What follows belongs to an exercise in optimizing a design on an open flow for small area and a short achievable clock period; a production flow would make more cautious choices.
Where RTL was checked, it was by simulation tests only, not by an equivalence proof against the original.
The RTL of run 6 was laid out without a check of its function.
Power and IR drop assume default switching activity.

$ cat design/flow/design.v
package dmem_pkg;
  localparam int DMEM_DATA_W  = 8;
  localparam int DMEM_MAX_LAT = 15;
  typedef enum logic [1:0] {IDLE, BUSY, DONE} dmem_state_t;
endpackage
module dmem_ram
#(
  parameter int ADDR_W = 8
) (
  input  logic                   clk,
  input  logic [2**ADDR_W/4-1:0] clr_n_i,    
  input  logic [2**ADDR_W/4-1:0] set_n_i,    
  input  logic [dmem_pkg::DMEM_DATA_W-1:0] wdata_n_i,   
  output logic [2**ADDR_W/2*dmem_pkg::DMEM_DATA_W-1:0] taps_o
);
  localparam int DW    = dmem_pkg::DMEM_DATA_W;
  localparam int RINGS = 2**ADDR_W / 4;
  for (genvar k = 0; k < RINGS; k++) begin : g_ring
    dmem_ring u_ring (
      .clk      (clk),
      .clr_n_i  (clr_n_i[k]),
      .set_n_i  (set_n_i[k]),
      .wdata_n_i(wdata_n_i),
      .tap0_o   (taps_o[(2*k+0)*DW +: DW]),
      .tap2_o   (taps_o[(2*k+1)*DW +: DW])
    );
  end
endmodule
module dmem_ring (
  input  logic                   clk,
  input  logic                   clr_n_i,
  input  logic                   set_n_i,
  input  logic [dmem_pkg::DMEM_DATA_W-1:0] wdata_n_i,
  output logic [dmem_pkg::DMEM_DATA_W-1:0] tap0_o,
  output logic [dmem_pkg::DMEM_DATA_W-1:0] tap2_o
);
  logic [dmem_pkg::DMEM_DATA_W-1:0] p0_q, p1_q, p2_q, p3_q;
  always_ff @(posedge clk) begin
    p0_q <= p1_q;
    p1_q <= p2_q;
    p2_q <= ~(({dmem_pkg::DMEM_DATA_W{set_n_i}} | wdata_n_i) & p3_q);
    p3_q <= ~(p0_q & {dmem_pkg::DMEM_DATA_W{clr_n_i}});
  end
  assign tap0_o = p0_q;
  assign tap2_o = p2_q;
endmodule
module data_mem_ctrl
#(
  parameter int ADDR_W  = 8,
  parameter int LATENCY = 2
) (
  input  logic                   CLK,
  input  logic                   Reset,
  input  logic                   MemReq,
  input  logic                   MemWrite,
  input  logic [ADDR_W-1:0]      Addr,
  input  logic [dmem_pkg::DMEM_DATA_W-1:0] DataIn,
  output logic [dmem_pkg::DMEM_DATA_W-1:0] DataMemOut,
  output logic                   MemBusy,
  output logic                   MemDone
);
  localparam int DW    = dmem_pkg::DMEM_DATA_W;
  localparam int RINGS = 2**ADDR_W / 4;       
  localparam int NTAP  = 2**ADDR_W / 2;       
  if (LATENCY != 2) begin : g_lat_check
    $error("data_mem_ctrl: this implementation supports LATENCY = 2 only");
  end
  logic          busy_q, s0_q, s1_q, done_q;
  logic          busy_out_q;     
  logic          busy_la_q;      
  logic          accept;
  logic          write_q;
  logic [ADDR_W-1:0] addr_q;
  logic [DW-1:0] wdata_q;
  logic [DW-1:0] dout_q;
  logic [1:0]    phase_q;
  logic [1:0]    phase_nx;       
  logic          wb_valid_q;
  logic [ADDR_W-1:0] wb_addr_q;
  logic [DW-1:0] wb_data_q;
  logic [NTAP*DW-1:0] taps;      
  assign accept   = ~busy_q & MemReq;
  assign phase_nx = phase_q + 2'd1;
  always_ff @(posedge CLK) begin
    if (Reset) begin
      busy_q     <= 1'b0;
      busy_out_q <= 1'b0;
      busy_la_q  <= 1'b0;
      s0_q       <= 1'b0;
      s1_q       <= 1'b0;
      done_q     <= 1'b0;
    end else begin
      busy_q     <= accept | s0_q | s1_q;
      busy_out_q <= (MemReq & ~busy_out_q) | s0_q | s1_q;    
      busy_la_q  <= (MemReq & ~busy_la_q) | s0_q | s1_q;     
      s0_q       <= accept;
      s1_q       <= s0_q;
      done_q     <= s1_q;
    end
  end
  always_ff @(posedge CLK) begin
    if (accept) begin
      write_q <= MemWrite;
      addr_q  <= Addr;
      wdata_q <= DataIn;
    end
  end
  always_ff @(posedge CLK) begin
    phase_q <= phase_nx;
  end
  logic          commit_w;       
  logic          wbv_nx;         
  logic [ADDR_W-1:0] wba_nx;     
  logic          clr_a_nx, clr_b_nx;
  logic [ADDR_W-3:0] clr_ring_nx;
  logic [7:0]    clr_hi_q, clr_lo_q, clr_hi, set_hi_q, set_lo_q;
  logic          clr_a_q;        
  logic          set_q;          
  logic [RINGS-1:0] clr_n, set_n;
  assign commit_w    = s1_q & write_q & ~Reset;
  assign wbv_nx      = commit_w | (wb_valid_q & ~set_q);
  assign wba_nx      = commit_w ? addr_q : wb_addr_q;
  assign clr_a_nx    = s0_q & write_q & ~Reset & (addr_q[1:0] == phase_nx);
  assign clr_b_nx    = wbv_nx & (wba_nx[1:0] == phase_nx);
  assign clr_ring_nx = clr_a_nx ? addr_q[ADDR_W-1:2] : wba_nx[ADDR_W-1:2];
  always_ff @(posedge CLK) begin
    for (int x = 0; x < 8; x++) begin
      clr_hi_q[x] <= (clr_a_nx | clr_b_nx) & (clr_ring_nx[5:3] == 3'(x));
      clr_lo_q[x] <= (clr_ring_nx[2:0] == 3'(x));
    end
    clr_a_q  <= clr_a_nx;
    set_hi_q <= clr_hi;
    set_lo_q <= clr_lo_q;
    set_q    <= |clr_hi;
  end
  assign clr_hi = clr_hi_q & {8{~(clr_a_q & Reset)}};
  always_comb begin
    for (int k = 0; k < RINGS; k++) begin
      clr_n[k] = ~(clr_hi[k/8] & clr_lo_q[k%8]);
      set_n[k] = ~(set_hi_q[k/8] & set_lo_q[k%8]);
    end
  end
  always_ff @(posedge CLK) begin
    if (commit_w) begin
      wb_valid_q <= 1'b1;
      wb_addr_q  <= addr_q;
      wb_data_q  <= wdata_q;
    end else if (set_q) begin
      wb_valid_q <= 1'b0;
    end
  end
  dmem_ram #(.ADDR_W(ADDR_W)) u_ram (
    .clk      (CLK),
    .clr_n_i  (clr_n),
    .set_n_i  (set_n),
    .wdata_n_i(~wb_data_q),
    .taps_o   (taps)
  );
  logic [ADDR_W-1:0] la_nx;      
  logic              lt_nx;      
  logic [NTAP-1:0]   sline_q;    
  logic [NTAP-1:0]   sline;
  logic [DW-1:0]     rd_now;     
  logic [DW-1:0]     part_q;     
  logic              late;       
  logic              fwd;        
  logic              ld1;        
  assign la_nx = busy_la_q ? addr_q : Addr;
  assign lt_nx = la_nx[1] ^ phase_nx[1];
  always_ff @(posedge CLK) begin
    for (int i = 0; i < NTAP; i++) sline_q[i] <= ({la_nx[ADDR_W-1:2], lt_nx} == (ADDR_W-1)'(i));
  end
  assign sline = sline_q;
  logic [DW-1:0]     rd_lo, rd_hi;  
  for (genvar b = 0; b < DW; b++) begin : g_bit
    logic [NTAP-1:0] d;
    for (genvar i = 0; i < NTAP; i++) begin : g_tap
      assign d[i] = taps[i*DW + b];
    end
    dmem_rd_or64 u_lo (.sel_i(sline[NTAP/2-1:0]),    .d_i(d[NTAP/2-1:0]),    .y_o(rd_lo[b]));
    dmem_rd_or64 u_hi (.sel_i(sline[NTAP-1:NTAP/2]), .d_i(d[NTAP-1:NTAP/2]), .y_o(rd_hi[b]));
  end
  assign rd_now = rd_lo | rd_hi;
  always_ff @(posedge CLK) begin
    part_q <= rd_now;
  end
  assign late = addr_q[0] ^ phase_q[0];
  logic          fwd_q;
  always_ff @(posedge CLK) begin
    fwd_q <= wb_valid_q & (wb_addr_q == addr_q);
  end
  assign fwd  = fwd_q;
  assign ld1  = s1_q & ~write_q;
  logic          take_now;       
  logic [DW-1:0] dout_other;     
  assign take_now   = ~Reset & ld1 & ~fwd & ~late;
  assign dout_other = Reset ? '0
                    : ~ld1  ? dout_q
                    : fwd   ? wb_data_q
                    : late  ? part_q
                    :         '0;
  for (genvar b = 0; b < DW; b++) begin : g_dout
    logic lo_n, hi_n, d;
    dmem_nand2 u_lo  (.a(rd_lo[b]), .b(take_now), .y(lo_n));
    dmem_nand2 u_hi  (.a(rd_hi[b]), .b(take_now), .y(hi_n));
    dmem_nand3 u_sel (.a(lo_n), .b(hi_n), .c(~dout_other[b]), .y(d));
    always_ff @(posedge CLK) dout_q[b] <= d;
  end
  assign DataMemOut = dout_q;
  assign MemBusy    = busy_out_q;
  assign MemDone    = done_q;
endmodule
module dmem_rd_or64 (
  input  logic [63:0] sel_i,
  input  logic [63:0] d_i,
  output logic        y_o
);
  logic [7:0] o;      
  logic [3:0] o_n;    
  for (genvar i = 0; i < 8; i++) begin : g_or8
    dmem_rd_or8 u_or8 (.sel_i(sel_i[8*i +: 8]), .d_i(d_i[8*i +: 8]), .y_o(o[i]));
  end
  for (genvar i = 0; i < 4; i++) begin : g_nor
    dmem_nor2 u_nor (.a(o[2*i]), .b(o[2*i+1]), .y(o_n[i]));
  end
  dmem_nand4 u_nand (.a(o_n[0]), .b(o_n[1]), .c(o_n[2]), .d(o_n[3]), .y(y_o));
endmodule
module dmem_nor2 (
  input  logic a, b,
  output logic y
);
  assign y = ~(a | b);
endmodule
module dmem_nand4 (
  input  logic a, b, c, d,
  output logic y
);
  assign y = ~(a & b & c & d);
endmodule
module dmem_nand2 (
  input  logic a, b,
  output logic y
);
  assign y = ~(a & b);
endmodule
module dmem_nand3 (
  input  logic a, b, c,
  output logic y
);
  assign y = ~(a & b & c);
endmodule
module dmem_rd_or8 (
  input  logic [7:0] sel_i,
  input  logic [7:0] d_i,
  output logic       y_o
);
  assign y_o = |(sel_i & d_i);
endmodule
$ cat design/flow/flow/run.sh
#!/bin/bash
# Own flow: the standard synthesis unchanged, then the standard layout steps
# with the delay cells (dlygate*, clkdlybuf*) added to the don't-use list so
# that the resizer does not pick them as port or signal buffers.
set -euo pipefail
PLATFORM_DONT_USE="sky130_fd_sc_hd__probe_p_8 sky130_fd_sc_hd__probec_p_8 sky130_fd_sc_hd__lpflow_bleeder_1 sky130_fd_sc_hd__lpflow_clkbufkapwr_1 sky130_fd_sc_hd__lpflow_clkbufkapwr_16 sky130_fd_sc_hd__lpflow_clkbufkapwr_2 sky130_fd_sc_hd__lpflow_clkbufkapwr_4 sky130_fd_sc_hd__lpflow_clkbufkapwr_8 sky130_fd_sc_hd__lpflow_clkinvkapwr_1 sky130_fd_sc_hd__lpflow_clkinvkapwr_16 sky130_fd_sc_hd__lpflow_clkinvkapwr_2 sky130_fd_sc_hd__lpflow_clkinvkapwr_4 sky130_fd_sc_hd__lpflow_clkinvkapwr_8 sky130_fd_sc_hd__lpflow_decapkapwr_12 sky130_fd_sc_hd__lpflow_decapkapwr_3 sky130_fd_sc_hd__lpflow_decapkapwr_4 sky130_fd_sc_hd__lpflow_decapkapwr_6 sky130_fd_sc_hd__lpflow_decapkapwr_8 sky130_fd_sc_hd__lpflow_inputiso0n_1 sky130_fd_sc_hd__lpflow_inputiso0p_1 sky130_fd_sc_hd__lpflow_inputiso1n_1 sky130_fd_sc_hd__lpflow_inputiso1p_1 sky130_fd_sc_hd__lpflow_inputisolatch_1 sky130_fd_sc_hd__lpflow_isobufsrc_1 sky130_fd_sc_hd__lpflow_isobufsrc_16 sky130_fd_sc_hd__lpflow_isobufsrc_2 sky130_fd_sc_hd__lpflow_isobufsrc_4 sky130_fd_sc_hd__lpflow_isobufsrc_8 sky130_fd_sc_hd__lpflow_isobufsrckapwr_16 sky130_fd_sc_hd__lpflow_lsbuf_lh_hl_isowell_tap_1 sky130_fd_sc_hd__lpflow_lsbuf_lh_hl_isowell_tap_2 sky130_fd_sc_hd__lpflow_lsbuf_lh_hl_isowell_tap_4 sky130_fd_sc_hd__lpflow_lsbuf_lh_isowell_4 sky130_fd_sc_hd__lpflow_lsbuf_lh_isowell_tap_1 sky130_fd_sc_hd__lpflow_lsbuf_lh_isowell_tap_2 sky130_fd_sc_hd__lpflow_lsbuf_lh_isowell_tap_4 "
EXTRA_DONT_USE="sky130_fd_sc_hd__dlygate4sd1_1 sky130_fd_sc_hd__dlygate4sd2_1 sky130_fd_sc_hd__dlygate4sd3_1 sky130_fd_sc_hd__dlymetal6s2s_1 sky130_fd_sc_hd__dlymetal6s4s_1 sky130_fd_sc_hd__dlymetal6s6s_1 sky130_fd_sc_hd__clkdlybuf4s15_1 sky130_fd_sc_hd__clkdlybuf4s15_2 sky130_fd_sc_hd__clkdlybuf4s18_1 sky130_fd_sc_hd__clkdlybuf4s18_2 sky130_fd_sc_hd__clkdlybuf4s25_1 sky130_fd_sc_hd__clkdlybuf4s25_2 sky130_fd_sc_hd__clkdlybuf4s50_1 sky130_fd_sc_hd__clkdlybuf4s50_2"
bash standard.sh synth > synth.log 2>&1
bash standard.sh "DONT_USE_CELLS=$PLATFORM_DONT_USE $EXTRA_DONT_USE" finish > layout.log 2>&1
$ cat design/flow/standard.sh
#!/bin/bash
# synth_recipe.tcl (not shown) runs the flow's synth.tcl, then flattens the netlist and writes it again
# the make line also repeats each setting of config.mk as NAME=value (left out here)
make -C /OpenROAD-flow-scripts/flow DESIGN_CONFIG=/design/flow/config.mk WORK_HOME=/design/flow/orfs CLKGATE_MAP_FILE= SYNTH_SCRIPT=/design/flow/synth_recipe.tcl "${@:-finish}"
$ cat design/flow/config.mk
export PLATFORM = sky130hd
export DESIGN_NAME = data_mem_ctrl
export DESIGN_NICKNAME = data_mem_ctrl
export VERILOG_FILES = /design/flow/design.v
export SDC_FILE = /design/flow/constraint.sdc
export NUM_CORES = 4
export LEC_CHECK = 0
export CAP_MARGIN = 50
export CORE_MARGIN = 2
export CORE_UTILIZATION = 75
export CTS_CLUSTER_DIAMETER = 60
export CTS_CLUSTER_SIZE = 30
export PLACE_DENSITY = 0.75
export SETUP_SLACK_MARGIN = 2.0
export SLEW_MARGIN = 70
export SYNTH_HIERARCHICAL = 1
export SYNTH_MINIMUM_KEEP_SIZE = 0
$ cat design/flow/constraint.sdc
create_clock -name core_clock -period 4.0 [get_ports {CLK}]
set_input_delay 0.8000 -clock core_clock [delete_from_list [all_inputs] [get_ports {CLK}]]
set_output_delay 0.8000 -clock core_clock [all_outputs]
set_load 0.01 [all_outputs]
==> results of run 1 <==
[per-module statistics from Yosys (local to each module, per instance), excerpt]
module         flops+latches  copies in the design
data_mem_ctrl            221                     1
dmem_nand3                 0                     8
dmem_nor2                  0                    64
dmem_nand4                 0                    16
dmem_ring                 32                    64
dmem_nand2                 0                    16
dmem_rd_or8                0                   128
[layer usage]
layer	up-vias	track usage (%)	part of all wire, %
met5	-	0	0.044
met4	10	18.5	5.3
met3	404	6.74	9.4
met2	1807	55.2	44
met1	17900	51.9	41
li1	16100	-	-
[registers in the layout, summed over array words and instances (netlist names), 128 cells and up]
signal	flops
sline_q	128
u_ram.g_ring.u_ring.p0_q	512
u_ram.g_ring.u_ring.p1_q	512
u_ram.g_ring.u_ring.p2_q	512
u_ram.g_ring.u_ring.p3_q	512
[layout by cell type, fill, tap and decap left out, drive strengths merged, types with 2 or more instances in the layout]
cell type / synthesis / layout
clkinvlp: 0 / 4
bufinv: 0 / 4
nand2: 714 / 714
o31ai: 4 / 4
clkinv: 0 / 22
a211o: 8 / 8
and3: 2 / 2
and2: 8 / 8
clkbuf: 40 / 113
nor4b: 2 / 2
mux2i: 9 / 9
nand4: 145 / 145
edfxtp: 25 / 25
nor3: 3 / 3
a22oi: 512 / 512
nand3: 11 / 11
xnor2: 8 / 8
nor2: 223 / 223
nand3b: 5 / 5
and4bb: 2 / 2
nor3b: 3 / 3
nand2b: 10 / 10
mux2: 3 / 3
buf: 75 / 76
diode: 0 / 4
inv: 14 / 25
nor2b: 6 / 6
or2: 8 / 8
o21ai: 517 / 517
nor4: 4 / 4
a21oi: 13 / 13
xor2: 4 / 4
dfxtp: 2244 / 2244
[synth_stat cells, types with 4 or more instances]
cell type	instances
a211o_1	8
nand2_1	714
and2_1	8
nand4_1	145
nand3b_1	5
nand3_1	11
nor4_1	4
edfxtp_1	25
nand2b_1	10
o31ai_1	4
buf_2	65
or2_2	8
a22oi_1	512
inv_1	13
xnor2_1	8
a21oi_1	13
dfxtp_1	2244
nor2_1	223
buf_1	9
o21ai_1	256
xor2_1	4
nor2b_1	6
mux2i_1	9
clkbuf_1	40
o21ai_0	261
[worst paths after layout]
path,end,slack (ns),start
setup reg to reg,part_q[6]$_DFF_P_,1.97,sline_q[49]$_DFF_P_
setup / recovery,part_q[6]$_DFF_P_,1.97,sline_q[49]$_DFF_P_
hold reg to reg,u_ram.g_ring[27].u_ring.p0_q[5]$_DFF_P_,0.32,u_ram.g_ring[27].u_ring.p1_q[5]$_DFF_P_
hold / removal,wdata_q[0]$_DFFE_PP_,0.28,DataIn[0]
[cell families after synthesis]
group / synth area share, %
AND/OR/NAND/NOR: 8.37
flip-flops: 78.7
XOR/XNOR: 0.220
multiplexers: 0.213
AO/OA/AOI/OAI: 11.5
buffers and inverters: 0.985
[critical path, stage by stage (launching register included)]
cell	delay, ns
dfxtp_1	0.44
a22oi_1	0.36
nand4_1	0.27
nor2_4	0.26
nand4_1	0.13
buf_2	0.20
or2_2	0.27
[timing repair]
action / CTS / global route
pin swaps: 12 / 9
resized for setup: 57 / 32
setup buffers: 15 / 14
endpoints found under the setup margin: 167 / 84
[final cells by class]
type | instances | area share, %
Sequential cell | 2269 | 72.4
Multi-Input combinational cell | 2233 | 19.6
Clock buffer | 106 | 4.02
Tap cell | 1030 | 2.04
Clock inverter | 41 | 0.886
Timing Repair Buffer | 83 | 0.870
Inverter | 14 | 0.162
Antenna cell | 4 | 0.0158
[through the flow]
stage          instance area [um^2]  utilization, %  hold slack, ns
6_report                      63200            82.9           0.284
5_1_grt                       63200            82.8           0.282
4_1_cts                       62900            82.4           0.263
3_5_place_dp                  59600            78.0           0.312
3_3_place_gp                  59100            77.4           0.309
2_1_floorplan                 58100               -           0.310
[power breakdown]
group	internal [mW]	switching (mW)
combinational	0.175	0.353
sequential	22.9	0.454
clock	5.05	6.96
==> summary.txt, run 1 <==
Placement
  • Buffers on Ports: 29
  • Placed Cells: 5597
  • Place WS: between 1 and 1.5 ns
  • GP Congestion: approximately 0.91
  • DP Wirelength: a little over 90 mm

Power and ir drop
  • Leakage: roughly 23 nW
  • Worst VDD drop: 0.547 mV
  • PwrDens: 567 nW/um^2
  • Tot Pwr: ~36 mW

Worst setup path
  • Critical Path AT: 2.63 ns
  • CP endpoint kind: flop
  • CP max FO: 8
  • Worst Setup Start Kind: flop
  • Critical path class: flop to flop
  • Worst Path Required: about 4.6 ns
  • FF-to-FF path depth: 6

Drt
  • WL final: roughly 150 mm
  • Drt via density: between 6 and 7
  • Initial DRC Count: 4085
  • Remaining antenna violation count: 0
  • DRT Pass-1 Iters: 8
  • Routed WL per cell: around 26 um
  • # DRC: 0
  • Via count: 36200

Clock network
  • Largest buffer count on any clock path: 3
  • CTS sink count: 2269
  • CTS buffer count: between 90 and 100
  • Hold buffers post-CTS: 0
  • Root buf cell: clkbuf_16
  • # H-tree levels: 3
  • Clock Latency Late Sink: around 0.70 ns
  • Clock-pin slew on the worst setup and hold paths: approximately 0.11 ns
  • TritonCTS clock tree: done

Min path
  • Worst hold stages: 1
  • Hold crit path type: input port to flop

Timing
  • Final setup slack of the worst path: ~2.0 ns
  • RSZ-0062 raised after global routing: yes
  • Slew @ Worst Pin: 0.481 ns
  • Final clock skew: between 0.03 and 0.04 ns
  • Final period util: around half
  • Fin Setup TNS: 0 ns
  • Max Freq: 493 MHz
  • Hold Violations, Final: 0
  • Slew HR: roughly two thirds
  • Pins Over Slew Limit: 0
  • Final min period: between 2 and 2.5 ns
  • Setup violations, final: 0

Die
  • Initial core utilization: between 70% and 80%
  • Io pins: 30
  • Die span in x: between 200 and 300 um
  • Die ar.: 79600 um^2
  • FP Rows: 101
  • Core area: 76300 um^2
  • Die Ht: approximately 280 um

Cells and area
  • Area occupied by registers: around 46000 um^2
  • Layout net count: between 4000 and 5000
  • Area of the multi-input gates: approximately 12000 um^2
  • Share of post-route cells with drive strength above 1: 7.65%
  • Fill cells: roughly 4200
  • Layout Area Growth over Synthesis: 9.00%
  • Layout Cells excl Fill: between 5000 and 6000

Synthesis
  • Synth area leader: dfxtp_1
  • Synth cell types: 43
  • Flops & latches, synth: approximately 2300
  • Area share of the largest cell type after synthesis: between 70% and 80%
  • EDFF count, synth: 25
  • FFs w/ async S/R, synth: 0%
  • Ys Warns: 8
  • Largest cells by area after synthesis: dfxtp_1, a22oi_1, nand2_1
  • Mean area per synthesized cell: around 13 um^2
  • Synth Instances: approximately 4600
  • Register area share after synthesis: roughly four fifths
  • Synthesized cell area: between 50000 and 60000 um^2
  • Main synth FF type: dfxtp_1

GRT
  • Number of global-route vias before repair: between 30000 and 40000
  • Initial antenna violation count: 8
  • First-pass GRT wire length: 216 mm
  • Gr ovfl total: 0
  • GRT Total Usage: a little under two fifths
  • Pin count of the biggest net entering global routing: 43

Flow run
  • Max_cap viols: 0

Run status
  • Outcome: finished clean
==> inputs of run 2 (changes only) <==
--- a/design/flow/config.mk
+++ b/design/flow/config.mk
@@ -11,3 +11,3 @@
 export CTS_CLUSTER_DIAMETER = 60
-export CTS_CLUSTER_SIZE = 30
+export CTS_CLUSTER_SIZE = 34
 export PLACE_DENSITY = 0.75
==> run 2 against run 1 <==
  * Still clean on timing, DRC and antenna
  * Register-to-register slack lost 0.11 ns
  * Setup slack lost 0.11 ns
  * Total power barely moved
  * Routed wire length rose by 0.12%
  * Core utilization is essentially flat
  * Critical path depth is 1 lower
  * Via count down 0.31%
  * Clock skew is 0.016 ns higher
  * Largest power group unchanged
  * Worst hold slack barely moved
==> summary.txt, run 2 <==
Run status
  • Outcome: finished clean

Placement
  • Placed Cells: around 5600
  • DP Wirelength: 93.0 mm
  • Buffers on Ports: 29
  • GP Congestion: between 0.9 and 1
  • Place WS: between 1 and 1.5 ns

Synthesis
  • Flops & latches, synth: 2269
  • Largest cells by area after synthesis: dfxtp_1, a22oi_1, nand2_1
  • Mean area per synthesized cell: 12.5 um^2
  • Multiplexer share of the synthesized area: less than 1%
  • Largest family of logic cells by synthesized area: compound AO/OA/AOI/OAI gates
  • Main synth FF type: dfxtp_1
  • Post-synthesis compound-gate area fraction: between 10% and 20%
  • EDFF count, synth: 25
  • Most common cell in the netlist: dfxtp_1
  • Area share of the largest cell type after synthesis: between 70% and 80%
  • Synth area leader: dfxtp_1
  • Synthesized cell area: approximately 58000 um^2
  • Register area share after synthesis: between 70% and 80%
  • Ys Warns: 8
  • FFs w/ async S/R, synth: 0%
  • Simple-Gate Fraction of Synth Area: under 10%
  • Synth cell types: 43
  • Synth Instances: about 4600
  • Adder-cell share of the synthesized area: 0%
  • Synth cell count leaders: dfxtp_1, nand2_1, a22oi_1
  • XOR/XNOR Fraction of Synth Area: 0.220%

Timing
  • Final min period: around 2.1 ns
  • Max Freq: around 470 MHz
  • Final period util: a little over half
  • Slew @ Worst Pin: roughly 0.50 ns
  • Setup violations, final: 0
  • Slew HR: between 60% and 70%
  • RSZ-0062 raised after global routing: yes
  • Pins Over Slew Limit: 0
  • Hold Violations, Final: 0
  • Final clock skew: 0.0486 ns
  • Fin Setup TNS: 0 ns
  • Final setup slack of the worst path: about 1.9 ns

GRT
  • First-pass GRT wire length: approximately 220 mm
  • Gr ovfl total: 0
  • Number of global-route vias before repair: between 30000 and 40000
  • GRT Total Usage: between 30% and 40%
  • Pin count of the biggest net entering global routing: between 40 and 50
  • Initial antenna violation count: 4

Worst setup path
  • Critical Path AT: ~2.7 ns
  • Worst Setup Start Kind: flop
  • CP max FO: 8
  • Critical path class: flop to flop
  • Worst Path Required: ~4.6 ns
  • CP endpoint kind: flop

Cells and area
  • Commonest non-fill, non-tap cell in the layout: dfxtp_1
  • Share of post-route cells with drive strength above 1: approximately 7.7%
  • Layout net count: 4709
  • Layout Cells excl Fill: between 5000 and 6000
  • Fill cells: approximately 4200
  • Layout Area Growth over Synthesis: 9.04%
  • Final core occ: 82.9%
  • Commonest non-fill, non-tap cells in the layout: dfxtp_1, nand2_1, a22oi_1

Die
  • Initial core utilization: about 76%
  • FP Rows: roughly 100
  • Die Ht: 282 um
  • Die span in x: between 200 and 300 um
  • Die ar.: approximately 80000 um^2
  • Core area: between 70000 and 80000 um^2
  • Io pins: 30

Clock network
  • Root buf cell: clkbuf_16
  • CTS sink count: around 2300
  • Hold buffers post-CTS: 0
  • Largest buffer count on any clock path: 3
  • Clock Latency Late Sink: 0.70 ns
  • TritonCTS clock tree: done
  • CTS buffer count: roughly 90
  • Clock-pin slew on the worst setup and hold paths: roughly 0.11 ns
  • # H-tree levels: 3

Power and ir drop
  • Leakage: ~23 nW
  • Worst VDD drop: 0.565 mV
  • PwrDens: about 570 nW/um^2

Drt
  • Remaining antenna violation count: 0
  • # DRC: 0
  • DRT Pass-1 Iters: 5
  • WL final: about 150 mm
  • Drt via density: between 6 and 7
  • Routed WL per cell: between 20 and 30 um
  • Initial DRC Count: roughly 4200
  • Via count: about 36000

Min path
  • Hold crit path type: input port to flop

Flow run
  • Max_cap viols: 0
-- run 2: per-layer routing --
layer / vias to the layer above / wire length [um] / track usage (%)
met2: 1867 / 65700 / 55.2
met1: 17800 / 61200 / 51.6
li1: 16100 / - / -
met5: - / 53 / 0
met3: 335 / 14700 / 7.81
met4: 8 / 7000 / 16.8
-- run 2: kinds of logic (layout without fill, tap and decap cells) --
logic type	count (synthesis)	after routing
compound gates	1060	1060
xor+xnor	13	13
buf+inv	129	242
flops	2269	2269
mux	12	12
other cells	0	2
simple gates	1148	1148
-- run 2: repair_timing --
item,in CTS,in global routing
setup endpoints to repair,166,65
pin swaps,11,9
buffers inserted,14,13
endpoints found under the hold margin,0,0
gates resized for setup,56,39
-- run 2: cell type report --
type | instances | area, um^2 | share of cell area, %
Inverter | 14 | 105 | 0.166
Clock buffer | 104 | 2440 | 3.86
Tap cell | 1030 | 1290 | 2.04
Clock inverter | 44 | 681 | 1.08
Sequential cell | 2269 | 45800 | 72.4
Multi-Input combinational cell | 2233 | 12400 | 19.6
Antenna cell | 2 | 5.00 | 0.00791
Timing Repair Buffer | 80 | 542 | 0.856
-- run 2: worst paths after layout --
kind / from / endpoint / slack, ns / cells after the start
worst max-delay path: sline_q[53]$_DFF_P_ / part_q[1]$_DFF_P_ / 1.86 / 5
worst min register to register: u_ram.g_ring[24].u_ring.p1_q[4]$_DFF_P_ / u_ram.g_ring[24].u_ring.p0_q[4]$_DFF_P_ / 0.31 / 0
worst max register to register: sline_q[53]$_DFF_P_ / part_q[1]$_DFF_P_ / 1.86 / 5
worst min-delay path: DataIn[0] / wdata_q[0]$_DFFE_PP_ / 0.28 / 1
-- run 2: through the flow --
stage               total power, mW  cell area (um^2)  hold WS, ns
detailed placement             24.3             59600        0.312
floorplan                      23.8             58100        0.310
global placement               24.2             59100        0.309
finish                         35.9             63300        0.284
CTS                            35.8             62900        0.272
global route                   36.7             63300        0.271
-- run 2: report_power, final --
| part | switching, mW | internal, mW | total (mW) | leakage, nW |
|---|---|---|---|---|
| logic | 0.355 | 0.174 | 0.530 | 3.54 |
| clock network | 7.13 | 4.87 | 12.0 | 1.51 |
| registers | 0.458 | 22.9 | 23.4 | 18.4 |
| total | 7.94 | 28.0 | 35.9 | 23.4 |
-- run 2: critical path: stages, from the launching register on --
cell and delay [ns]:
dfxtp_1 0.46, a22oi_1 0.28, nand4_1 0.29, nor2_4 0.27, nand4_1 0.34, or2_2 0.39
-- run 2: modules after synthesis, one instance, submodules excluded, a selection --
| module | copies in the design | cell area (um^2) |
|---|---|---|
| dmem_nand4 | 16 | 6.26 |
| dmem_nand3 | 8 | 5.00 |
| dmem_ring | 64 | 716 |
| dmem_nor2 | 64 | 3.75 |
| dmem_rd_or8 | 128 | 36.3 |
| data_mem_ctrl | 1 | 7130 |
| dmem_nand2 | 16 | 3.75 |
==> inputs of run 3 (changes only) <==
--- a/design/flow/config.mk
+++ b/design/flow/config.mk
@@ -11,6 +11,6 @@
 export CTS_CLUSTER_DIAMETER = 60
-export CTS_CLUSTER_SIZE = 34
+export CTS_CLUSTER_SIZE = 30
 export PLACE_DENSITY = 0.75
 export SETUP_SLACK_MARGIN = 2.0
-export SLEW_MARGIN = 70
+export SLEW_MARGIN = 60
 export SYNTH_HIERARCHICAL = 1
==> run 3 against run 2 <==
  * Largest power group unchanged
  * Non-clock buffer count shrank 5
  * Core utilization is 0.35 points lower
  * Clock-buffer cell count grew 5
  * Area after synthesis is the same
  * Worst hold slack got worse by 0.0015 ns
  * Cell count about the same
  * Critical path depth stayed put
  * Fmax increased by 4.3%
  * Global-route usage fell by 0.098 points
  * Register-to-register slack improved by 0.09 ns
  * Sequential power about the same
  * Critical path type unchanged
  * Clock skew decreased by 0.016 ns
==> summary.txt, run 3 <==
Synthesis
  • EDFF count, synth: 25
  • Synth area leader: dfxtp_1
  • Largest cells by area after synthesis: dfxtp_1, a22oi_1, nand2_1
  • XOR/XNOR Fraction of Synth Area: less than 1%
  • Post-synthesis compound-gate area fraction: between 10% and 20%
  • Most common cell in the netlist: dfxtp_1
  • Synth cell count leaders: dfxtp_1, nand2_1, a22oi_1
  • Synth Instances: 4631
  • Largest family of logic cells by synthesized area: compound AO/OA/AOI/OAI gates
  • Mean area per synthesized cell: between 10 and 15 um^2
  • Register area share after synthesis: a little under 80%
  • Ys Warns: 8
  • Area share of the largest cell type after synthesis: between 70% and 80%
  • Simple-Gate Fraction of Synth Area: about 8.4%
  • Flops & latches, synth: 2269
  • FFs w/ async S/R, synth: 0%
  • Multiplexer share of the synthesized area: 0.213%
  • Adder-cell share of the synthesized area: 0%
  • Main synth FF type: dfxtp_1
  • Synthesized cell area: roughly 58000 um^2
  • Synth cell types: 43

Timing
  • Max Freq: 488 MHz
  • Hold Violations, Final: 0
  • Slew @ Worst Pin: 0.653 ns
  • Final period util: around half
  • Pins Over Slew Limit: 0
  • RSZ-0062 raised after global routing: yes
  • Fin Setup TNS: 0 ns
  • Final min period: about 2.0 ns
  • Final clock skew: about 0.032 ns
  • Slew HR: roughly 56%
  • Setup violations, final: 0

Drt
  • Drt via density: just over 6
  • Remaining antenna violation count: 0
  • DRT Pass-1 Iters: 6
  • Via count: roughly 36000
  • Initial DRC Count: between 4000 and 5000
  • # DRC: 0
  • WL final: approximately 150 mm
  • Routed WL per cell: 25.5 um

Clock network
  • CTS buffer count: between 90 and 100
  • Clock Latency Late Sink: 0.70 ns
  • Largest buffer count on any clock path: 3
  • TritonCTS clock tree: done
  • CTS sink count: between 2000 and 2500
  • # H-tree levels: 3
  • Root buf cell: clkbuf_16
  • Hold buffers post-CTS: 0
  • Clock-pin slew on the worst setup and hold paths: 0.11 ns

Cells and area
  • Layout Area Growth over Synthesis: 8.58%
  • Fill cells: ~4200
  • Final Instance Area: around 63000 um^2
  • Layout net count: between 4000 and 5000
  • Commonest non-fill, non-tap cell in the layout: dfxtp_1
  • Commonest non-fill, non-tap cells in the layout: dfxtp_1, nand2_1, a22oi_1
  • Area of the multi-input gates: 12300 um^2
  • Layout Cells excl Fill: 5779
  • Share of post-route cells with drive strength above 1: 6.95%
  • Area occupied by registers: between 40000 and 50000 um^2

Worst setup path
  • Worst Setup Start Kind: flop
  • Worst Path Required: between 4 and 5 ns
  • FF-to-FF path depth: 5
  • Origin of the worst setup path: busy_la_q$_SDFF_PP0_
  • CP endpoint kind: flop
  • CP max FO: 20
  • Critical path class: flop to flop
  • Critical Path AT: approximately 2.6 ns
  • R2R Path Start: busy_la_q$_SDFF_PP0_

GRT
  • Initial antenna violation count: 13
  • Number of global-route vias before repair: 35000
  • Pin count of the biggest net entering global routing: 43
  • Gr ovfl total: 0
  • First-pass GRT wire length: around 220 mm
  • GRT Total Usage: between 30% and 40%

Power and ir drop
  • Switch share: between 20% and 30%
  • Leakage: 23.3 nW
  • PwrDens: 568 nW/um^2
  • Flop pwr share: roughly 65%
  • Internal: 28.0 mW
  • Worst VDD drop: 0.546 mV
  • Switching power of the nets: 7.76 mW
  • Logic pwr share: roughly 1.4%
  • Clock share of power: between 30 and 40%

Min path
  • Worst hold stages: 1
  • Hold_sp: DataIn[6]
  • Hold crit path type: input port to flop

Die
  • Initial core utilization: 76.0%
  • Io pins: 30
  • Die ar.: approximately 80000 um^2
  • Die span in x: ~280 um
  • FP Rows: approximately 100
  • Die Ht: between 200 and 300 um
  • Core area: roughly 76000 um^2

Run status
  • Outcome: finished clean

Placement
  • Cell Area, Placed: a little under 60000 um^2
  • Placed Cells: between 5000 and 6000
  • DP Wirelength: 92.4 mm
  • GP Congestion: between 0.9 and 1
  • Buffers on Ports: 29

Flow run
  • Max_cap viols: 0
## run 3: cell counts after synthesis
Identical to the previous run, type by type.
## run 3: through the flow
stage	power (mW)	setup WS, ns	hold WS (ns)	utilization, %
final	35.8	1.95	0.283	82.5
after global placement	24.2	1.06	0.309	77.4
after floorplan	23.8	1.78	0.310	-
after CTS	35.7	1.88	0.267	82.1
after detailed placement	24.2	1.09	0.312	77.6
after global routing	36.7	1.89	0.273	82.5
## run 3: final cells by class
type	count	area share, %
flip-flops and latches	2269	72.6
clock buffers	109	4.09
inverters	14	0.147
multi-input cells	2233	19.5
diodes	1	0.00397
clock inverters	48	0.854
well taps	1030	2.05
repair buffers	75	0.721
## run 3: repair_timing
item                       CTS  global route
resized for setup           73            49
setup buffers               11            17
pin swaps                    8            17
setup endpoints to repair  170           160
## run 3: power groups by stage
stage / sequential, mW / combinational (mW) / clock, mW
floorplan: 23.5 / 0.316 / 0
global placement: 23.8 / 0.385 / 0
detailed placement: 23.8 / 0.415 / 0
CTS: 23.3 / 0.442 / 12.0
global route: 23.4 / 0.526 / 12.8
finish: 23.3 / 0.499 / 12.0
## run 3: routing by layer
layer  up-vias  global-route usage, %  part of all wire, %
li1      16100                      -                    -
met1     17800                   51.4                   42
met2      1722                   55.3                   44
met3       330                   7.79                  9.1
met4        20                   16.5                  4.5
met5         -                      0                0.093
## run 3: critical path: stages (launching register included)
cell	delay, ns
dfxtp_4	0.53
mux2i_1	0.37
xor2_1	0.44
nor2_4	0.16
nand2_4	0.32
nor2_1	0.09
## run 3: Yosys stat by module (local to each module, per instance), excerpt
module | cell area, um^2 | times used
data_mem_ctrl | 7130 | 1
dmem_nand2 | 3.75 | 16
dmem_nand3 | 5.00 | 8
dmem_nand4 | 6.26 | 16
dmem_nor2 | 3.75 | 64
dmem_rd_or8 | 36.3 | 128
dmem_ring | 716 | 64
## run 3: worst paths after layout
| path | end | slack (ns) |
|---|---|---|
| hold / removal | wdata_q[6]$_DFFE_PP_ | 0.28 |
| setup reg to reg | sline_q[29]$_DFF_P_ | 1.95 |
| hold reg to reg | u_ram.g_ring[12].u_ring.p0_q[5]$_DFF_P_ | 0.31 |
| setup / recovery | sline_q[29]$_DFF_P_ | 1.95 |
## run 3: kinds of logic after synthesis
family,after synthesis
AO/OA/AOI/OAI,1060
XOR/XNOR,13
flip-flops,2269
multiplexers,12
AND/OR/NAND/NOR,1148
buffers and inverters,129
==> inputs of run 4 (changes only) <==
--- a/design/flow/config.mk
+++ b/design/flow/config.mk
@@ -10,2 +10,3 @@
 export CORE_UTILIZATION = 75
+export CTS_BUF_LIST = sky130_fd_sc_hd__clkbuf_8 sky130_fd_sc_hd__clkbuf_16
 export CTS_CLUSTER_DIAMETER = 60
@@ -14,3 +15,3 @@
 export SETUP_SLACK_MARGIN = 2.0
-export SLEW_MARGIN = 60
+export SLEW_MARGIN = 70
 export SYNTH_HIERARCHICAL = 1
==> run 4 against run 3 <==
  * Still clean on timing, DRC and antenna
  * Sequential share of layout area down 0.18 points
  * Core utilization up 0.31 points
  * Via count up 0.86%
  * Clock-buffer cell count down 7
  * Combinational power up 5.8%
  * First-iteration DRC count down 2.1%
  * Fmax up 0.48%
  * Sequential cell count unchanged
  * Area after synthesis unchanged
  * Cell count unchanged
  * Largest cell class unchanged
==> summary.txt, run 4 <==
Synthesis
  • Synthesized cell area: 58000 um^2
  • Main synth FF type: dfxtp_1
  • Synth Instances: 4631
  • Ys Warns: 8
  • Synth area leader: dfxtp_1
  • Synth cell types: 43
  • Synth cell count leaders: dfxtp_1, nand2_1, a22oi_1
  • Most common cell in the netlist: dfxtp_1
  • Largest cells by area after synthesis: dfxtp_1, a22oi_1, nand2_1
  • Register area share after synthesis: approximately four fifths
  • FFs w/ async S/R, synth: 0%
  • EDFF count, synth: 25
  • Mean area per synthesized cell: approximately 13 um^2
  • Area share of the largest cell type after synthesis: ~77%
  • Flops & latches, synth: 2269

Placement
  • GP Congestion: ~0.91
  • Buffers on Ports: 29
  • DP Wirelength: between 90 and 100 mm
  • Place WS: between 1 and 1.5 ns

Clock network
  • Largest buffer count on any clock path: 3
  • Hold buffers post-CTS: 0
  • Clock Latency Late Sink: roughly 0.70 ns
  • TritonCTS clock tree: done
  • CTS buffer count: 96
  • Root buf cell: clkbuf_16
  • Clock-pin slew on the worst setup and hold paths: ~0.11 ns
  • CTS sink count: 2269
  • # H-tree levels: 3

Cells and area
  • Commonest non-fill, non-tap cell in the layout: dfxtp_1
  • Commonest non-fill, non-tap cells in the layout: dfxtp_1, nand2_1, a22oi_1
  • Fill cells: ~4200
  • Layout Area Growth over Synthesis: 8.99%
  • Share of post-route cells with drive strength above 1: between 7 and 8%
  • Layout net count: ~4700

Drt
  • # DRC: 0
  • Routed WL per cell: ~26 um
  • Initial DRC Count: between 4000 and 5000
  • Remaining antenna violation count: 0
  • Via count: approximately 36000
  • Drt via density: 6.27
  • WL final: approximately 150 mm
  • DRT Pass-1 Iters: 6

Worst setup path
  • Critical Path AT: between 2 and 3 ns
  • CP cell instances: a22oi_1 > nand4_1 > nor2_4 > nand4_1 > buf_2 > or2_2
  • Slowest Stage Delay on Critical Path: 0.45 ns
  • CP max FO: 8
  • Worst Setup Start Kind: flop
  • CP endpoint kind: flop
  • Critical-path top delay cell: dfxtp_1
  • Worst Path Required: between 4 and 5 ns
  • R2R Setup Slk: 1.96 ns
  • Critical path class: flop to flop
  • Most used cell, CP: nand4_1

Flow run
  • Max_cap viols: 0

GRT
  • GRT Total Usage: between 30 and 40%
  • First-pass GRT wire length: 216 mm
  • Gr ovfl total: 0
  • Pin count of the biggest net entering global routing: 43
  • Initial antenna violation count: 8
  • Number of global-route vias before repair: between 30000 and 40000

Min path
  • Hold crit path type: input port to flop

Die
  • Core area: between 70000 and 80000 um^2
  • Initial core utilization: between 70% and 80%
  • Die ar.: between 70000 and 80000 um^2
  • Die Ht: between 200 and 300 um
  • Io pins: 30
  • FP Rows: 101
  • Die span in x: 282 um

Power and ir drop
  • Worst VDD drop: 0.546 mV
  • PwrDens: 568 nW/um^2
  • Leakage: 23.4 nW

Timing
  • Slew HR: 66.9%
  • Fin Setup TNS: 0 ns
  • Max Freq: approximately 500 MHz
  • Final clock skew: 0.0337 ns
  • Pins Over Slew Limit: 0
  • Hold Violations, Final: 0
  • RSZ-0062 raised after global routing: yes
  • Final period util: 51.0%
  • Final min period: ~2.0 ns
  • Setup violations, final: 0
  • Final setup slack of the worst path: slightly below 2 ns
  • Slew @ Worst Pin: between 0.4 and 0.5 ns

Run status
  • Outcome: finished clean
-- run 4: cell counts after synthesis --
No cell type changed its count.
-- run 4: metal layers --
layer  track usage (%)  wire length (um)  vias to the layer above
li1                  -                 -                    16100
met1              51.9             61500                    17900
met3              6.74             13700                      401
met2              55.2             65800                     1808
met4              18.5              7660                       10
met5                 0                67                        -
-- run 4: critical path: cells and delay by family, from the launching register on --
family	cells	cell delay, ns
buf+inv	1	0.20
compound gates	1	0.36
simple gates	4	0.92
flops	1	0.45
-- run 4: power breakdown --
group          internal (mW)  switching, mW
Sequential              22.9          0.457
Combinational          0.175          0.353
Clock                   5.04           6.98
Total                   28.1           7.79
-- run 4: cell type report --
cell class	count	area (um^2)	area share [%]
sequential	2269	45800	72.4
timing repair buffer	83	551	0.871
multi-input combinational	2233	12400	19.6
tap	1030	1290	2.04
clock buffer	102	2530	4.00
inverter	14	103	0.162
clock inverter	45	576	0.910
antenna	3	7.51	0.0119
-- run 4: kinds of logic after synthesis --
family                 count (synthesis)  share of synthesized area [%]
flip-flops                          2269                           78.7
AND/OR/NAND/NOR                     1148                           8.37
XOR/XNOR                              13                          0.220
AO/OA/AOI/OAI                       1060                           11.5
buffers and inverters                129                          0.985
multiplexers                          12                          0.213
-- run 4: timing repair --
item | 4_1_cts | 5_1_grt
setup endpoints to repair | 167 | 84
pin swaps | 12 | 9
resized for setup | 57 | 32
buffers inserted | 15 | 14
-- run 4: worst paths after layout --
kind,from,to,cells after the start
min reg2reg,u_ram.g_ring[27].u_ring.p1_q[5]$_DFF_P_,u_ram.g_ring[27].u_ring.p0_q[5]$_DFF_P_,0
max reg2reg,sline_q[49]$_DFF_P_,part_q[6]$_DFF_P_,6
min,DataIn[0],wdata_q[0]$_DFFE_PP_,1
max,sline_q[49]$_DFF_P_,part_q[6]$_DFF_P_,6
-- run 4: stage by stage --
stage	util, %	hold slack [ns]	power [mW]	cells	area, um^2
after global placement	77.4	0.309	24.2	5589	59100
after floorplan	-	0.310	23.8	4631	58100
final	82.9	0.284	35.9	5779	63200
after CTS	82.4	0.263	35.8	5759	62900
after detailed placement	78.0	0.312	24.3	5597	59600
after global routing	82.8	0.282	36.7	5776	63200
-- run 4: Yosys stat by module, one instance, submodules excluded, excerpt --
module	area [um^2]	flip-flops and latches	cells	times used
data_mem_ctrl	7130	221	751	1
dmem_ring	716	32	49	64
dmem_rd_or8	36.3	0	5	128
dmem_nand4	6.26	0	1	16
dmem_nand3	5.00	0	1	8
dmem_nand2	3.75	0	1	16
dmem_nor2	3.75	0	1	64
==> inputs of run 5 (changes only) <==
--- a/design/flow/config.mk
+++ b/design/flow/config.mk
@@ -9,7 +9,6 @@
 export CORE_MARGIN = 2
-export CORE_UTILIZATION = 75
-export CTS_BUF_LIST = sky130_fd_sc_hd__clkbuf_8 sky130_fd_sc_hd__clkbuf_16
+export CORE_UTILIZATION = 70
 export CTS_CLUSTER_DIAMETER = 60
 export CTS_CLUSTER_SIZE = 30
-export PLACE_DENSITY = 0.75
+export PLACE_DENSITY = 0.7
 export SETUP_SLACK_MARGIN = 2.0
==> run 5 against run 4 <==
  * Still clean on timing, DRC and antenna
  * Core utilization fell by 5.0 points
  * Combinational power shrank 1%
  * Fmax down 1.2%
  * Total power rose by 3.6%
  * Critical path depth down 5
==> summary.txt, run 5 <==
Cells and area
  • Layout Area Growth over Synthesis: 10.2%
  • Final Instance Area: about 64000 um^2
  • Share of post-route cells with drive strength above 1: about 8.8%
  • Fill cells: 5081
  • Layout Cells excl Fill: 5858
  • Final core occ: between 70% and 80%
  • Layout net count: approximately 4700
  • Commonest non-fill, non-tap cell in the layout: dfxtp_1
  • Commonest non-fill, non-tap cells in the layout: dfxtp_1, nand2_1, a22oi_1

Placement
  • Place WS: 1.10 ns
  • GP Congestion: between 0.9 and 1
  • DP Wirelength: 95.0 mm
  • Buffers on Ports: 29
  • Cell Area, Placed: 59700 um^2
  • Placed Cells: around 5600

Clock network
  • CTS buffer count: between 100 and 150
  • CTS sink count: between 2000 and 2500
  • Clock-pin slew on the worst setup and hold paths: about 0.1 ns
  • Clock Latency Late Sink: roughly 0.72 ns
  • Hold buffers post-CTS: 0
  • Root buf cell: clkbuf_16
  • TritonCTS clock tree: done
  • Largest buffer count on any clock path: 3
  • # H-tree levels: 3

Synthesis
  • XOR/XNOR Fraction of Synth Area: 0.220%
  • Largest family of logic cells by synthesized area: compound AO/OA/AOI/OAI gates
  • Synth cell count leaders: dfxtp_1, nand2_1, a22oi_1
  • Synthesized cell area: roughly 58000 um^2
  • Mean area per synthesized cell: 12.5 um^2
  • Adder-cell share of the synthesized area: 0%
  • Area share of the largest cell type after synthesis: about 77%
  • Multiplexer share of the synthesized area: less than 1%
  • Most common cell in the netlist: dfxtp_1
  • Synth cell types: between 40 and 50
  • Synth Instances: between 4000 and 5000
  • Ys Warns: 8
  • Main synth FF type: dfxtp_1
  • Synth area leader: dfxtp_1
  • Largest cells by area after synthesis: dfxtp_1, a22oi_1, nand2_1
  • Register area share after synthesis: between 70% and 80%
  • Post-synthesis compound-gate area fraction: between 10 and 15%
  • Simple-Gate Fraction of Synth Area: between 8 and 9%
  • FFs w/ async S/R, synth: 0%
  • Flops & latches, synth: 2269
  • EDFF count, synth: 25

Die
  • FP Rows: approximately 110
  • Die ar.: around 85000 um^2
  • Io pins: 30
  • Core area: approximately 82000 um^2
  • Die Ht: approximately 290 um
  • Initial core utilization: a little over two thirds
  • Die span in x: slightly below 300 um

Worst setup path
  • R2R Path Start: sline_q[59]$_DFF_P_
  • FF-to-FF path depth: 5
  • Worst Path Required: between 3 and 4 ns
  • Worst Setup Start Kind: flop
  • Critical path class: flop to primary output
  • Critical Path AT: 1.26 ns
  • CP endpoint kind: primary output
  • Slowest Stage Delay on Critical Path: between 0.4 and 0.5 ns
  • CP Buf/Inv Count: 1
  • Critical-path top delay cell: dfxtp_4
  • Instance count on the critical path: 1
  • Critical Path End: MemDone
  • R2R Setup Slk: approximately 2 ns
  • CP cell instances: buf_6
  • CP delay by family, top: flip-flops
  • Origin of the worst setup path: done_q$_SDFF_PP0_
  • Reg-to-reg endpoint: part_q[5]$_DFF_P_
  • CP max FO: 1

Drt
  • Drt via density: between 6 and 7
  • M1 WL: 65.2 mm
  • Via count: approximately 36000
  • Routed wl met2: between 60 and 70 mm
  • Routed WL per cell: approximately 25 um
  • Initial DRC Count: around 4000
  • # DRC: 0
  • Highest Signal Layer: met5
  • DRT Pass-1 Iters: 6
  • Wire length on met3: approximately 13 mm
  • Remaining antenna violation count: 0
  • WL final: 149 mm

Timing
  • Slew @ Worst Pin: just over 0.5 ns
  • Setup violations, final: 0
  • Final clock skew: a little under 0.03 ns
  • Final period util: around half
  • Slew HR: approximately 65%
  • Fin Setup TNS: 0 ns
  • Hold Violations, Final: 0
  • Final setup slack of the worst path: approximately 1.9 ns
  • Max Freq: 485 MHz
  • Final min period: around 2.1 ns
  • Final hold slack: between 0.3 and 0.4 ns
  • RSZ-0062 raised after global routing: yes
  • Pins Over Slew Limit: 0

Power and ir drop
  • Worst VDD drop: 0.493 mV
  • Tot Pwr: roughly 37 mW
  • PwrDens: 581 nW/um^2
  • Leakage: roughly 24 nW

GRT
  • Gr ovfl total: 0
  • Initial antenna violation count: 3
  • Pin count of the biggest net entering global routing: approximately 50
  • First-pass GRT wire length: roughly 220 mm
  • GRT Total Usage: 34.4%
  • Number of global-route vias before repair: approximately 34000

Min path
  • Hold crit path type: flop to flop
  • Hold_sp: u_ram.g_ring[49].u_ring.p1_q[3]$_DFF_P_

Run status
  • Outcome: finished clean

Flow run
  • Max_cap viols: 0
[run 5: cell counts after synthesis]
No cell type changed its count.
[run 5: final cells by class]
type,count,area [um^2],area share (%)
sequential,2269,45800,71.6
clock inverter,71,983,1.54
timing repair buffer,81,543,0.849
clock buffer,119,2800,4.37
antenna,1,2.50,0.00391
inverter,14,148,0.231
tap,1070,1340,2.09
multi-input combinational,2233,12300,19.3
[run 5: worst register-to-register path, stage by stage (launching register included)]
cell	delay [ns]
dfxtp_1	0.46
a22oi_1	0.26
nand4_1	0.33
nor2_4	0.36
nand4_1	0.17
or2_2	0.32
[run 5: logic make-up (layout without fill, tap and decap cells)]
kind of cell              Yosys count  in the layout
xor gates and xnor gates           13             13
DFF                              2269           2269
other                               0              1
AOI/OAI and AO/OA                1060           1060
and+or+nand+nor                  1148           1148
muxes                              12             12
buffers and inverters             129            285
[run 5: worst min path at each step]
stage	endpoint	slack, ns	depth (start not counted)
floorplan	u_ram.g_ring[0].u_ring.p0_q[0]$_DFF_P_	0.31	0
global placement	u_ram.g_ring[42].u_ring.p0_q[6]$_DFF_P_	0.31	0
detailed placement	u_ram.g_ring[12].u_ring.p0_q[3]$_DFF_P_	0.31	0
CTS	write_q$_DFFE_PP_	0.29	1
global route	write_q$_DFFE_PP_	0.28	1
finish	u_ram.g_ring[49].u_ring.p0_q[3]$_DFF_P_	0.32	0
[run 5: power breakdown]
group          internal, mW  leakage [nW]  total, mW  switching [mW]
combinational         0.179          3.48      0.522           0.344
clock                  5.73          1.82       13.3            7.55
sequential             22.9          18.4       23.4           0.483
[run 5: timing repair]
action,4_1_cts,5_1_grt
buffers inserted,6,16
pin swaps,1,6
setup endpoints to repair,162,155
gates resized for setup,50,33
[run 5: Yosys stat by module (local to each module, per instance), a selection]
module         flip-flops and latches  cell area (um^2)  cells  copies in the design
dmem_nand2                          0              3.75      1                    16
dmem_ring                          32               716     49                    64
dmem_rd_or8                         0              36.3      5                   128
dmem_nor2                           0              3.75      1                    64
data_mem_ctrl                     221              7130    751                     1
dmem_nand3                          0              5.00      1                     8
dmem_nand4                          0              6.26      1                    16
[run 5: metal layers]
metal	up-vias	track usage (%)
met5	-	0
met4	6	11.5
met3	258	6.62
met2	1588	51.8
met1	17800	50.5
li1	16100	-
==> inputs of run 6 (changes only) <==
--- a/design/flow/design.v
+++ b/design/flow/design.v
@@ -12,3 +12,3 @@
   input  logic [2**ADDR_W/4-1:0] set_n_i,    
-  input  logic [dmem_pkg::DMEM_DATA_W-1:0] wdata_n_i,   
+  input  logic [1:0][dmem_pkg::DMEM_DATA_W-1:0] wdata_n_i,   
   output logic [2**ADDR_W/2*dmem_pkg::DMEM_DATA_W-1:0] taps_o
@@ -22,3 +22,3 @@
       .set_n_i  (set_n_i[k]),
-      .wdata_n_i(wdata_n_i),
+      .wdata_n_i(wdata_n_i[k / (RINGS/2)]),
       .tap0_o   (taps_o[(2*k+0)*DW +: DW]),
@@ -79,3 +79,3 @@
   logic [ADDR_W-1:0] wb_addr_q;
-  logic [DW-1:0] wb_data_q;
+  logic [1:0][DW-1:0] wb_data_n;    
   logic [NTAP*DW-1:0] taps;      
@@ -146,3 +146,2 @@
       wb_addr_q  <= addr_q;
-      wb_data_q  <= wdata_q;
     end else if (set_q) begin
@@ -150,2 +149,5 @@
     end
+  end
+  for (genvar h = 0; h < 2; h++) begin : g_wbd
+    dmem_reg8 u_wbd (.clk(CLK), .en_i(commit_w), .d_i(~wdata_q), .q_o(wb_data_n[h]));
   end
@@ -155,3 +157,3 @@
     .set_n_i  (set_n),
-    .wdata_n_i(~wb_data_q),
+    .wdata_n_i(wb_data_n),
     .taps_o   (taps)
@@ -187,7 +189,3 @@
   assign late = addr_q[0] ^ phase_q[0];
-  logic          fwd_q;
-  always_ff @(posedge CLK) begin
-    fwd_q <= wb_valid_q & (wb_addr_q == addr_q);
-  end
-  assign fwd  = fwd_q;
+  assign fwd  = wb_valid_q & (wb_addr_q == addr_q);
   assign ld1  = s1_q & ~write_q;
@@ -198,13 +196,13 @@
                     : ~ld1  ? dout_q
-                    : fwd   ? wb_data_q
+                    : fwd   ? ~wb_data_n[0]
                     : late  ? part_q
                     :         '0;
+  logic [DW-1:0] dout_d;
+  logic [DW-1:0] dout_out;       
   for (genvar b = 0; b < DW; b++) begin : g_dout
-    logic lo_n, hi_n, d;
-    dmem_nand2 u_lo  (.a(rd_lo[b]), .b(take_now), .y(lo_n));
-    dmem_nand2 u_hi  (.a(rd_hi[b]), .b(take_now), .y(hi_n));
-    dmem_nand3 u_sel (.a(lo_n), .b(hi_n), .c(~dout_other[b]), .y(d));
-    always_ff @(posedge CLK) dout_q[b] <= d;
-  end
-  assign DataMemOut = dout_q;
+    dmem_a221o u_sel (.a1(rd_lo[b]), .a2(take_now), .b1(rd_hi[b]), .b2(take_now), .c1(dout_other[b]), .x(dout_d[b]));
+  end
+  always_ff @(posedge CLK) dout_q <= dout_d;
+  dmem_reg8 u_dout_out (.clk(CLK), .en_i(1'b1), .d_i(dout_d), .q_o(dout_out));
+  assign DataMemOut = dout_out;
   assign MemBusy    = busy_out_q;
@@ -239,13 +237,7 @@
 endmodule
-module dmem_nand2 (
-  input  logic a, b,
-  output logic y
-);
-  assign y = ~(a & b);
-endmodule
-module dmem_nand3 (
-  input  logic a, b, c,
-  output logic y
-);
-  assign y = ~(a & b & c);
+module dmem_a221o (
+  input  logic a1, a2, b1, b2, c1,
+  output logic x
+);
+  assign x = (a1 & a2) | (b1 & b2) | c1;
 endmodule
@@ -258 +250,11 @@
 endmodule
+module dmem_reg8 (
+  input  logic       clk,
+  input  logic       en_i,
+  input  logic [7:0] d_i,
+  output logic [7:0] q_o
+);
+  always_ff @(posedge clk) begin
+    if (en_i) q_o <= d_i;
+  end
+endmodule
--- a/design/flow/config.mk
+++ b/design/flow/config.mk
@@ -9,7 +9,7 @@
 export CORE_MARGIN = 2
-export CORE_UTILIZATION = 70
+export CORE_UTILIZATION = 75
 export CTS_CLUSTER_DIAMETER = 60
 export CTS_CLUSTER_SIZE = 30
-export PLACE_DENSITY = 0.7
-export SETUP_SLACK_MARGIN = 2.0
+export PLACE_DENSITY = 0.75
+export SETUP_SLACK_MARGIN = 1.7
 export SLEW_MARGIN = 70
==> run 6 against run 5 <==
  * Largest power group unchanged
  * Setup slack worse by 0.30 ns
  * Sequential power is essentially flat
  * Register-to-register slack got worse by 0.37 ns
  * Non-clock buffer count decreased by 8
  * Largest cell class unchanged
  * Combinational power shrank 5.4%
  * Still clean on timing, DRC and antenna
  * Global-route usage grew 1.8 points
  * Cell count fell by 0.79%
  * Final area is 0.28% lower
==> summary.txt, run 6 <==
Run status
  • Outcome: finished clean

Drt
  • Remaining antenna violation count: 0
  • # DRC: 0
  • DRT Pass-1 Iters: 6
  • WL final: 148 mm
  • Initial DRC Count: approximately 4400
  • Via count: 36100
  • Drt via density: around 6.2
  • Routed WL per cell: 25.5 um

Timing
  • Hold Violations, Final: 0
  • Max Freq: 422 MHz
  • Final clock skew: around 0.025 ns
  • RSZ-0062 raised after global routing: yes
  • Fin Setup TNS: 0 ns
  • Setup violations, final: 0
  • Final min period: 2.37 ns
  • Pins Over Slew Limit: 0
  • Final period util: 59.2%

Synthesis
  • Synth Instances: around 4600
  • Multiplexer share of the synthesized area: less than 1%
  • Synth area leader: dfxtp_1
  • Ys Warns: 9
  • Adder-cell share of the synthesized area: 0%
  • EDFF count, synth: slightly above 40
  • FFs w/ async S/R, synth: 0%
  • Mean area per synthesized cell: between 10 and 15 um^2
  • Synthesized cell area: 58600 um^2
  • Flops & latches, synth: 2284
  • Most common cell in the netlist: dfxtp_1
  • XOR/XNOR Fraction of Synth Area: less than 1%
  • Largest cells by area after synthesis: dfxtp_1, a22oi_1, nand2_1
  • Area share of the largest cell type after synthesis: about three quarters
  • Main synth FF type: dfxtp_1
  • Simple-Gate Fraction of Synth Area: 8.12%
  • Synth cell types: 53
  • Post-synthesis compound-gate area fraction: a little under an eighth
  • Synth cell count leaders: dfxtp_1, nand2_1, a22oi_1
  • Largest family of logic cells by synthesized area: compound AO/OA/AOI/OAI gates
  • Register area share after synthesis: between 70% and 80%

Clock network
  • Root buf cell: clkbuf_16
  • Clock-pin slew on the worst setup and hold paths: between 0.1 and 0.15 ns
  • TritonCTS clock tree: done
  • # H-tree levels: 3
  • CTS sink count: 2284
  • Clock Latency Late Sink: between 0.7 and 0.8 ns
  • CTS buffer count: around 100
  • Hold buffers post-CTS: 0
  • Largest buffer count on any clock path: 3

Power and ir drop
  • Tot Pwr: between 30 and 40 mW
  • Worst VDD drop: around 0.49 mV
  • Leakage: roughly 24 nW
  • PwrDens: approximately 580 nW/um^2

Worst setup path
  • CP max FO: 8
  • Critical Path AT: around 2.8 ns
  • Critical path class: flop to flop
  • CP endpoint kind: flop
  • Worst Path Required: between 4 and 5 ns
  • Worst Setup Start Kind: flop

Cells and area
  • Layout Area Growth over Synthesis: 8.90%
  • Layout net count: approximately 4700
  • Share of post-route cells with drive strength above 1: 7.02%
  • Commonest non-fill, non-tap cell in the layout: dfxtp_1
  • Commonest non-fill, non-tap cells in the layout: dfxtp_1, nand2_1, a22oi_1

Placement
  • Buffers on Ports: 29
  • DP Wirelength: slightly above 90 mm
  • GP Congestion: around 0.89

Die
  • Die ar.: about 80000 um^2
  • Initial core utilization: 75.7%
  • Die Ht: between 200 and 300 um
  • Die span in x: approximately 280 um
  • Core area: 77300 um^2
  • FP Rows: between 100 and 150
  • Io pins: 30

GRT
  • First-pass GRT wire length: between 200 and 250 mm
  • Pin count of the biggest net entering global routing: 33
  • Initial antenna violation count: 1
  • GRT Total Usage: a little over a third
  • Number of global-route vias before repair: around 35000
  • Gr ovfl total: 0

Flow run
  • Max_cap viols: 0

Min path
  • Hold crit path type: input port to flop
-- run 6: changes by cell type in the layout (fill, tap and decap cells not counted), moves of 10 or more --
cell,before,now
dfxtp_4,28,17
nor2_2,29,6
nand2_2,25,14
nor2_1,189,211
buf_2,21,10
edfxtp_1,25,41
dfxtp_1,2187,2204
inv_1,5,15
nand2_1,673,662
-- run 6: stage by stage --
stage | std cells | instance area, um^2 | hold WS [ns] | setup WS (ns) | util, %
floorplan | 4635 | 58600 | 0.310 | 1.77 | -
global placement | 5607 | 59600 | 0.309 | 0.870 | 77.0
detailed placement | 5618 | 60100 | 0.312 | 1.23 | 77.7
CTS | 5809 | 63600 | 0.241 | 1.69 | 82.3
global route | 5811 | 63800 | 0.257 | 1.61 | 82.5
finish | 5812 | 63800 | 0.254 | 1.63 | 82.5
-- run 6: report_power, final --
| group | switching (mW) | internal [mW] | total, mW |
|---|---|---|---|
| Clock | 7.37 | 5.41 | 12.8 |
| Sequential | 0.496 | 23.1 | 23.6 |
| Combinational | 0.343 | 0.151 | 0.494 |
| Total | 8.21 | 28.7 | 36.9 |
-- run 6: worst paths after layout --
kind / slack [ns] / end / start / cells past startpoint
max reg2reg: 1.63 / u_dout_out.q_o[0]$_DFFE_PP_ / sline_q[69]$_DFF_P_ / 5
min: 0.25 / wdata_q[1]$_DFFE_PP_ / DataIn[1] / 1
min reg2reg: 0.32 / u_ram.g_ring[15].u_ring.p0_q[6]$_DFF_P_ / u_ram.g_ring[15].u_ring.p1_q[6]$_DFF_P_ / 0
max: 1.63 / u_dout_out.q_o[0]$_DFFE_PP_ / sline_q[69]$_DFF_P_ / 5
-- run 6: kinds of logic (layout without fill, tap and decap cells) --
family / Yosys count / count (layout)
flops: 2284 / 2284
simple gates: 1114 / 1114
compound gates: 1066 / 1066
buf+inv: 132 / 268
mux: 18 / 18
xor+xnor: 13 / 13
other cells: 1 / 9
-- run 6: area by class of cell --
| class | count | area, um^2 |
|---|---|---|
| tap | 1040 | 1300 |
| clock inverter | 57 | 756 |
| fill | 4306 | 13600 |
| multi-input combinational | 2219 | 12200 |
| sequential | 2284 | 46200 |
| inverter | 16 | 67.6 |
| clock buffer | 122 | 2760 |
| timing repair buffer | 73 | 468 |
| antenna | 1 | 2.50 |
-- run 6: worst max-delay path, cell delays in order, from the launching register on --
cell	delay [ns]
dfxtp_1	0.44
a22oi_1	0.39
nand4_1	0.25
nor2_1	0.21
nand4_1	0.32
a221o_1	0.48
-- run 6: repair_timing --
item                                    4_1_cts  5_1_grt
hold endpoints to repair                      0        0
pin swaps                                     3        8
gates resized for setup                       4       14
buffers inserted                             12        1
endpoints found under the setup margin       14       29
-- run 6: Yosys stat by module, one instance, submodules excluded, a selection --
module	times used	area, um^2	cells
data_mem_ctrl	1	6970	740
dmem_nor2	64	3.75	1
dmem_ring	64	716	49
dmem_reg8	3	240	8
dmem_nand4	16	6.26	1
dmem_rd_or8	128	36.3	5
dmem_a221o	8	10.0	1
-- run 6: routing by layer --
layer / track usage, % / part of all wire (%)
met5: 0 / 0
met4: 17.2 / 5.2
met3: 6.11 / 8.6
met2: 55.9 / 45
met1: 50.5 / 41

==> re-timing with driven ports <==
In the flow no input, the clock included, has a driving cell. The finished layouts below were timed again as built, in two steps.
Step 1: set_driving_cell puts a clkbuf_16 on CLK and a buf_2 on each other input, an assumption about the parent block.
Step 2 also shifts input and output timing later by t, the mid clock arrival at the registers, as if the neighbouring blocks saw the same clock.
Slacks: ideal ports / drivers / drivers and shift; pairs: ideal ports / drivers.
| run | shift t [ns] | slack for setup (ns) | slew at the worst register clock pin (ns) | worst data-port slew with drivers (ns) | cell pins on the clock port's net |
|---|---|---|---|---|---|
| run 1 | 0.754 | 1.971 / 1.913 / 1.276 | 0.11 / 0.11 | 0.12 | 1 |
| run 2 | 0.746 | 1.865 / 1.865 / 1.239 | 0.12 / 0.12 | 0.11 | 1 |
| run 3 | 0.752 | 1.952 / 1.931 / 1.267 | 0.11 / 0.11 | 0.11 | 1 |
| run 4 | 0.756 | 1.962 / 1.912 / 1.278 | 0.11 / 0.11 | 0.12 | 1 |
| run 5 | 0.768 | 1.936 / 1.870 / 1.349 | 0.11 / 0.11 | 0.09 | 1 |
| run 6 | 0.768 | 1.632 / 1.632 / 1.198 | 0.11 / 0.11 | 0.09 | 1 |
After both steps setup and hold are still met in every run listed. The setup slack of run 1, which loses most, moves by -0.058 ns with the drivers and by -0.695 ns with both steps.
